What follows belongs to an exercise in optimizing a design on an open flow for small area, a short achievable clock period and few clock cycles per item; a production flow would make more cautious choices.
In this exercise RTL edits were held to simulation tests only and were not proved equivalent to the original.
Power figures rest on the tool's default switching activity, not on a simulated workload.

==> flow/design.v <==
`default_nettype none
package dmem_ctrl_pkg;
  localparam logic [2:0] F3_B  = 3'b000;
  localparam logic [2:0] F3_H  = 3'b001;
  localparam logic [2:0] F3_W  = 3'b010;
  localparam logic [2:0] F3_BU = 3'b100;
  localparam logic [2:0] F3_HU = 3'b101;
  localparam int STATE_W = 2;
  localparam logic [STATE_W-1:0] S_IDLE = 2'd0;
  localparam logic [STATE_W-1:0] S_WAIT = 2'd1;
  localparam logic [STATE_W-1:0] S_RESP = 2'd2;
endpackage
`default_nettype wire
`default_nettype none
import dmem_ctrl_pkg::*;
module dmem_lane_fmt
(
  input  logic        we,
  input  logic [2:0]  funct3,
  input  logic [1:0]  addr_lo,
  input  logic [31:0] wdata,
  output logic [3:0]  byte_en,
  output logic [31:0] wdata_lane,
  output logic        err
);
  logic w_illegal;
  logic w_misaligned;
  always_comb begin
    w_illegal    = 1'b0;
    w_misaligned = 1'b0;
    byte_en      = 4'b0000;
    wdata_lane   = wdata;
    case (funct3)
      F3_B: begin
        byte_en    = 4'b0001 << addr_lo;
        wdata_lane = {4{wdata[7:0]}};
      end
      F3_H: begin
        w_misaligned = addr_lo[0];
        byte_en      = addr_lo[1] ? 4'b1100 : 4'b0011;
        wdata_lane   = {2{wdata[15:0]}};
      end
      F3_W: begin
        w_misaligned = |addr_lo;
        byte_en      = 4'b1111;
      end
      F3_BU: w_illegal = we;
      F3_HU: begin
        w_illegal    = we;
        w_misaligned = addr_lo[0];
      end
      default: w_illegal = 1'b1;
    endcase
    err = w_illegal | w_misaligned;
    if (err || !we) byte_en = 4'b0000;
  end
endmodule
module dmem_load_ext
(
  input  logic        zero,
  input  logic [2:0]  funct3,
  input  logic [1:0]  addr_lo,
  input  logic [31:0] rdata_raw,
  output logic [31:0] rdata_ext
);
  logic [7:0]  w_byte;
  logic [15:0] w_half;
  always_comb begin
    case (addr_lo)
      2'd0: w_byte = rdata_raw[7:0];
      2'd1: w_byte = rdata_raw[15:8];
      2'd2: w_byte = rdata_raw[23:16];
      default: w_byte = rdata_raw[31:24];
    endcase
    w_half = addr_lo[1] ? rdata_raw[31:16] : rdata_raw[15:0];
    case (funct3)
      F3_B:    rdata_ext = {{24{w_byte[7]}}, w_byte};
      F3_H:    rdata_ext = {{16{w_half[15]}}, w_half};
      F3_BU:   rdata_ext = {24'h0, w_byte};
      F3_HU:   rdata_ext = {16'h0, w_half};
      default: rdata_ext = rdata_raw;
    endcase
    if (zero) rdata_ext = 32'h0;
  end
endmodule
`default_nettype wire
`default_nettype none
module dmem_g_oai22 (input logic a1, a2, b1, b2, output logic y);
  assign y = !((a1 | a2) & (b1 | b2));
endmodule
module dmem_g_nor4 (input logic a, b, c, d, output logic y);
  assign y = !(a | b | c | d);
endmodule
module dmem_g_nand4 (input logic a, b, c, d, output logic y);
  assign y = !(a & b & c & d);
endmodule
module dmem_g_nand3 (input logic a, b, c, output logic y);
  assign y = !(a & b & c);
endmodule
module dmem_g_nand2 (input logic a, b, output logic y);
  assign y = !(a & b);
endmodule
module dmem_g_nor2 (input logic a, b, output logic y);
  assign y = !(a | b);
endmodule
module dmem_rd_bit
(
  input  logic [63:0] d_n,
  input  logic [63:0] sel_n,
  output logic        y
);
  logic [31:0] l1;
  logic [15:0] l2;
  logic [7:0]  l3;
  logic [3:0]  l4;
  for (genvar k = 0; k < 32; k++) begin : g_l1
    dmem_g_oai22 u (.a1(d_n[2*k]), .a2(sel_n[2*k]), .b1(d_n[2*k+1]), .b2(sel_n[2*k+1]), .y(l1[k]));
  end
  for (genvar j = 0; j < 16; j++) begin : g_l2
    dmem_g_nor2 u (.a(l1[2*j]), .b(l1[2*j+1]), .y(l2[j]));
  end
  for (genvar j = 0; j < 8; j++) begin : g_l3
    dmem_g_nand2 u (.a(l2[2*j]), .b(l2[2*j+1]), .y(l3[j]));
  end
  for (genvar j = 0; j < 4; j++) begin : g_l4
    dmem_g_nor2 u (.a(l3[2*j]), .b(l3[2*j+1]), .y(l4[j]));
  end
  dmem_g_nand4 u_l5 (.a(l4[0]), .b(l4[1]), .c(l4[2]), .d(l4[3]), .y(y));
endmodule
module dmem_sel
(
  input  logic [5:0]   idx,
  input  logic [3:0]   wbe_n,
  output logic [255:0] sel_n,
  output logic [255:0] we
);
  logic [7:0] lo;
  logic [7:0] hi;
  always_comb begin
    for (int k = 0; k < 8; k++) begin
      lo[k] = (idx[2:0] == 3'(k));
      hi[k] = (idx[5:3] == 3'(k));
    end
  end
  for (genvar i = 0; i < 64; i++) begin : g_w
    for (genvar b = 0; b < 4; b++) begin : g_b
      dmem_g_nand2 u_sn (.a(hi[i/8]), .b(lo[i%8]), .y(sel_n[4*i+b]));
      dmem_g_nor2  u_we (.a(sel_n[4*i+b]), .b(wbe_n[b]), .y(we[4*i+b]));
    end
  end
endmodule
`default_nettype wire
`default_nettype none
import dmem_ctrl_pkg::*;
module dmem_ctrl
#(
  parameter  int DEPTH       = 64,
  parameter  int WAIT_STATES = 0,
  localparam int ADDR_W      = $clog2(DEPTH) + 2
) (
  input  logic              clk,
  input  logic              rst_n,
  input  logic              req_valid,
  output logic              req_ready,
  input  logic              req_we,
  input  logic [2:0]        req_funct3,
  input  logic [ADDR_W-1:0] req_addr,
  input  logic [31:0]       req_wdata,
  output logic              rsp_valid,
  input  logic              rsp_ready,
  output logic [31:0]       rsp_rdata,
  output logic              rsp_err
);
  localparam int IDX_W = ADDR_W - 2;
  logic               s2_v;
  logic               s2_zero;
  logic               s2_err;
  logic [2:0]         s2_f3;
  logic [1:0]         s2_lo;
  logic [31:0]        s2_raw;
  logic               s3_v;
  logic               s3_err;
  logic [31:0]        s3_rdata;
  logic               sk_v;
  logic               sk_err;
  logic [31:0]        sk_rdata;
  logic               r_ready;
  logic [31:0]        r_mem_n [0:DEPTH-1];    
  logic               w_take;
  logic               w_accept;
  logic               w_s2_move;
  logic               w_s3_load;
  logic               w_sk_load;
  logic               w_s2_v_nxt;
  logic               w_s3_v_nxt;
  logic               w_sk_v_nxt;
  logic [IDX_W-1:0]   w_idx;
  logic [3:0]         w_byte_en;
  logic [31:0]        w_wdata_lane;
  logic               w_err;
  logic [31:0]        w_rd;
  logic [31:0]        w_rdata_ext;
  assign req_ready = r_ready;
  assign rsp_valid = s3_v;
  assign rsp_rdata = s3_rdata;
  assign rsp_err   = s3_err;
  assign w_take    = s3_v && rsp_ready;
  assign w_accept  = req_valid && r_ready;
  assign w_s2_move = s2_v && !(s3_v && sk_v && !w_take);
  assign w_s3_load = !s3_v || w_take;
  assign w_sk_load = w_s2_move && (sk_v || (s3_v && !w_take));
  always_comb begin
    w_s3_v_nxt = s3_v;
    w_sk_v_nxt = sk_v;
    if (w_s3_load) begin
      w_s3_v_nxt = sk_v || s2_v;
      w_sk_v_nxt = sk_v && s2_v;
    end else if (w_s2_move) begin
      w_sk_v_nxt = 1'b1;
    end
    w_s2_v_nxt = w_accept || (s2_v && !w_s2_move);
  end
  always_ff @(posedge clk or negedge rst_n) begin
    if (!rst_n) begin
      s2_v    <= 1'b0;
      s3_v    <= 1'b0;
      sk_v    <= 1'b0;
      r_ready <= 1'b0;
    end else begin
      s2_v    <= w_s2_v_nxt;
      s3_v    <= w_s3_v_nxt;
      sk_v    <= w_sk_v_nxt;
      r_ready <= !(w_s2_v_nxt && w_s3_v_nxt && w_sk_v_nxt);
    end
  end
  assign w_idx = req_addr[ADDR_W-1:2];
  dmem_lane_fmt u_lane_fmt (
    .we         (req_we),
    .funct3     (req_funct3),
    .addr_lo    (req_addr[1:0]),
    .wdata      (req_wdata),
    .byte_en    (w_byte_en),
    .wdata_lane (w_wdata_lane),
    .err        (w_err)
  );
  logic [255:0]     w_sel_n;
  logic [255:0]     w_we;
  logic [3:0]       w_wbe_n;
  assign w_wbe_n = ~(w_byte_en & {4{w_accept}});
  dmem_sel u_sel (
    .idx   (w_idx),
    .wbe_n (w_wbe_n),
    .sel_n (w_sel_n),
    .we    (w_we)
  );
  for (genvar b = 0; b < 32; b++) begin : g_rd
    logic [63:0] d;
    logic [63:0] s;
    for (genvar i = 0; i < DEPTH; i++) begin : g_d
      assign d[i] = r_mem_n[i][b];
      assign s[i] = w_sel_n[4*i + b/8];
    end
    dmem_rd_bit u_rd (.d_n(d), .sel_n(s), .y(w_rd[b]));
  end
  always_ff @(posedge clk) begin
    for (int i = 0; i < DEPTH; i++) begin
      for (int b = 0; b < 4; b++) begin
        if (w_we[4*i+b]) r_mem_n[i][8*b +: 8] <= ~w_wdata_lane[8*b +: 8];
      end
    end
  end
  always_ff @(posedge clk) begin
    if (w_accept) begin
      s2_raw  <= w_rd;
      s2_err  <= w_err;
      s2_zero <= w_err | req_we;
      s2_f3   <= req_funct3;
      s2_lo   <= req_addr[1:0];
    end
  end
  dmem_load_ext u_load_ext (
    .zero      (s2_zero),
    .funct3    (s2_f3),
    .addr_lo   (s2_lo),
    .rdata_raw (s2_raw),
    .rdata_ext (w_rdata_ext)
  );
  always_ff @(posedge clk or negedge rst_n) begin
    if (!rst_n) begin
      s3_rdata <= 32'h0;
      s3_err   <= 1'b0;
    end else if (w_s3_load) begin
      s3_rdata <= sk_v ? sk_rdata : w_rdata_ext;
      s3_err   <= sk_v ? sk_err   : s2_err;
    end
  end
  always_ff @(posedge clk) begin
    if (w_sk_load) begin
      sk_rdata <= w_rdata_ext;
      sk_err   <= s2_err;
    end
  end
endmodule
`default_nettype wire
make LEC_CHECK=0 CAP_MARGIN=20 CORE_MARGIN=2 CORE_UTILIZATION=60 CTS_CLUSTER_DIAMETER=80 CTS_CLUSTER_SIZE=25 SETUP_SLACK_MARGIN=2.6 SLEW_MARGIN=20 SYNTH_HIERARCHICAL=1 finish   # period 5.0 ns
run.sh (not shown) runs the stock make flow with config.mk's settings and CLKGATE_MAP_FILE= SYNTH_SCRIPT=/design/flow/synth_recipe.tcl, a recipe that flattens the netlist after the stock synthesis.
Testbench counts at the start, summed over its fixed seeds: cycles 16,016, items 16,000.
Rerun with:
--- a/flow/design.v
+++ b/flow/design.v
@@ -103,37 +103,33 @@
 module dmem_g_nor2 (input logic a, b, output logic y);
   assign y = !(a | b);
 endmodule
 module dmem_rd_bit
 (
-  input  logic [63:0] d_n,
+  input  logic [63:0] d,
   input  logic [63:0] sel_n,
   output logic        y
 );
   logic [31:0] l1;
   logic [15:0] l2;
-  logic [7:0]  l3;
-  logic [3:0]  l4;
+  logic [3:0]  l3;
   for (genvar k = 0; k < 32; k++) begin : g_l1
-    dmem_g_oai22 u (.a1(d_n[2*k]), .a2(sel_n[2*k]), .b1(d_n[2*k+1]), .b2(sel_n[2*k+1]), .y(l1[k]));
+    dmem_g_oai22 u (.a1(d[2*k]), .a2(sel_n[2*k]), .b1(d[2*k+1]), .b2(sel_n[2*k+1]), .y(l1[k]));
   end
   for (genvar j = 0; j < 16; j++) begin : g_l2
     dmem_g_nor2 u (.a(l1[2*j]), .b(l1[2*j+1]), .y(l2[j]));
   end
-  for (genvar j = 0; j < 8; j++) begin : g_l3
-    dmem_g_nand2 u (.a(l2[2*j]), .b(l2[2*j+1]), .y(l3[j]));
-  end
-  for (genvar j = 0; j < 4; j++) begin : g_l4
-    dmem_g_nor2 u (.a(l3[2*j]), .b(l3[2*j+1]), .y(l4[j]));
-  end
-  dmem_g_nand4 u_l5 (.a(l4[0]), .b(l4[1]), .c(l4[2]), .d(l4[3]), .y(y));
+  for (genvar j = 0; j < 4; j++) begin : g_l3
+    dmem_g_nand4 u (.a(l2[4*j]), .b(l2[4*j+1]), .c(l2[4*j+2]), .d(l2[4*j+3]), .y(l3[j]));
+  end
+  dmem_g_nor4 u_l4 (.a(l3[0]), .b(l3[1]), .c(l3[2]), .d(l3[3]), .y(y));
 endmodule
 module dmem_sel
 (
   input  logic [5:0]   idx,
   input  logic [3:0]   wbe_n,
-  output logic [255:0] sel_n,
+  output logic [63:0]  sel_n,
   output logic [255:0] we
 );
   logic [7:0] lo;
   logic [7:0] hi;
   always_comb begin
@@ -141,13 +137,13 @@
       lo[k] = (idx[2:0] == 3'(k));
       hi[k] = (idx[5:3] == 3'(k));
     end
   end
   for (genvar i = 0; i < 64; i++) begin : g_w
+    dmem_g_nand2 u_sn (.a(hi[i/8]), .b(lo[i%8]), .y(sel_n[i]));
     for (genvar b = 0; b < 4; b++) begin : g_b
-      dmem_g_nand2 u_sn (.a(hi[i/8]), .b(lo[i%8]), .y(sel_n[4*i+b]));
-      dmem_g_nor2  u_we (.a(sel_n[4*i+b]), .b(wbe_n[b]), .y(we[4*i+b]));
+      dmem_g_nor2 u_we (.a(sel_n[i]), .b(wbe_n[b]), .y(we[4*i+b]));
     end
   end
 endmodule
 `default_nettype wire
 `default_nettype none
@@ -183,11 +179,11 @@
   logic [31:0]        s3_rdata;
   logic               sk_v;
   logic               sk_err;
   logic [31:0]        sk_rdata;
   logic               r_ready;
-  logic [31:0]        r_mem_n [0:DEPTH-1];    
+  logic [31:0]        r_mem [0:DEPTH-1];
   logic               w_take;
   logic               w_accept;
   logic               w_s2_move;
   logic               w_s3_load;
   logic               w_sk_load;
@@ -241,11 +237,11 @@
     .wdata      (req_wdata),
     .byte_en    (w_byte_en),
     .wdata_lane (w_wdata_lane),
     .err        (w_err)
   );
-  logic [255:0]     w_sel_n;
+  logic [63:0]      w_sel_n;
   logic [255:0]     w_we;
   logic [3:0]       w_wbe_n;
   assign w_wbe_n = ~(w_byte_en & {4{w_accept}});
   dmem_sel u_sel (
     .idx   (w_idx),
@@ -253,21 +249,19 @@
     .sel_n (w_sel_n),
     .we    (w_we)
   );
   for (genvar b = 0; b < 32; b++) begin : g_rd
     logic [63:0] d;
-    logic [63:0] s;
     for (genvar i = 0; i < DEPTH; i++) begin : g_d
-      assign d[i] = r_mem_n[i][b];
-      assign s[i] = w_sel_n[4*i + b/8];
-    end
-    dmem_rd_bit u_rd (.d_n(d), .sel_n(s), .y(w_rd[b]));
+      assign d[i] = r_mem[i][b];
+    end
+    dmem_rd_bit u_rd (.d(d), .sel_n(w_sel_n), .y(w_rd[b]));
   end
   always_ff @(posedge clk) begin
     for (int i = 0; i < DEPTH; i++) begin
       for (int b = 0; b < 4; b++) begin
-        if (w_we[4*i+b]) r_mem_n[i][8*b +: 8] <= ~w_wdata_lane[8*b +: 8];
+        if (w_we[4*i+b]) r_mem[i][8*b +: 8] <= w_wdata_lane[8*b +: 8];
       end
     end
   end
   always_ff @(posedge clk) begin
     if (w_accept) begin
@@ -283,20 +277,15 @@
     .funct3    (s2_f3),
     .addr_lo   (s2_lo),
     .rdata_raw (s2_raw),
     .rdata_ext (w_rdata_ext)
   );
-  always_ff @(posedge clk or negedge rst_n) begin
-    if (!rst_n) begin
-      s3_rdata <= 32'h0;
-      s3_err   <= 1'b0;
-    end else if (w_s3_load) begin
+  always_ff @(posedge clk) begin
+    if (w_s3_load) begin
       s3_rdata <= sk_v ? sk_rdata : w_rdata_ext;
       s3_err   <= sk_v ? sk_err   : s2_err;
     end
-  end
-  always_ff @(posedge clk) begin
     if (w_sk_load) begin
       sk_rdata <= w_rdata_ext;
       sk_err   <= s2_err;
     end
   end
Outcome:
- The new run passed the timing, DRC and antenna checks
- worst hold slack improved by 0.11 ns
- global-route usage goes up by 1.2 points
- via count drops slightly
- sequential share of layout area goes up by 0.62 points
- wire length increases by a few percent
- final cell count shrinks by a little under a tenth
- combinational power is lower by roughly a tenth
- utilization climbs by 1.3 points
- register-to-register slack is worse by 0.08 ns
Testbench counts after the change, summed over its fixed seeds: cycles 16,016, items 16,000.

## port drivers added, routing unchanged
Ports are ideal in the flow. The routed layouts listed here were re-timed in OpenROAD. Step 1 assumes that a clkbuf_16 drives the clock port and a buf_2 every other input. Step 2 moves the port delays by t, midway between the first and last clock arrival at a register: inputs arrive t later, outputs are due t later. That takes back most of the time a late clock gives input paths. Three values: ideal ports, drivers, drivers and shift; two values: the first two.
run	shift t [ns]	setup slack, ns	worst slew at a driven data input, ns
the first run	0.818	2.569 / 2.555 / 1.781	0.07
the second run	0.808	2.371 / 2.399 / 1.591	0.09
After both steps setup and hold are still met in every run listed. The setup slack of the first run, which loses most, moves by -0.014 ns with the drivers and by -0.788 ns with both steps.
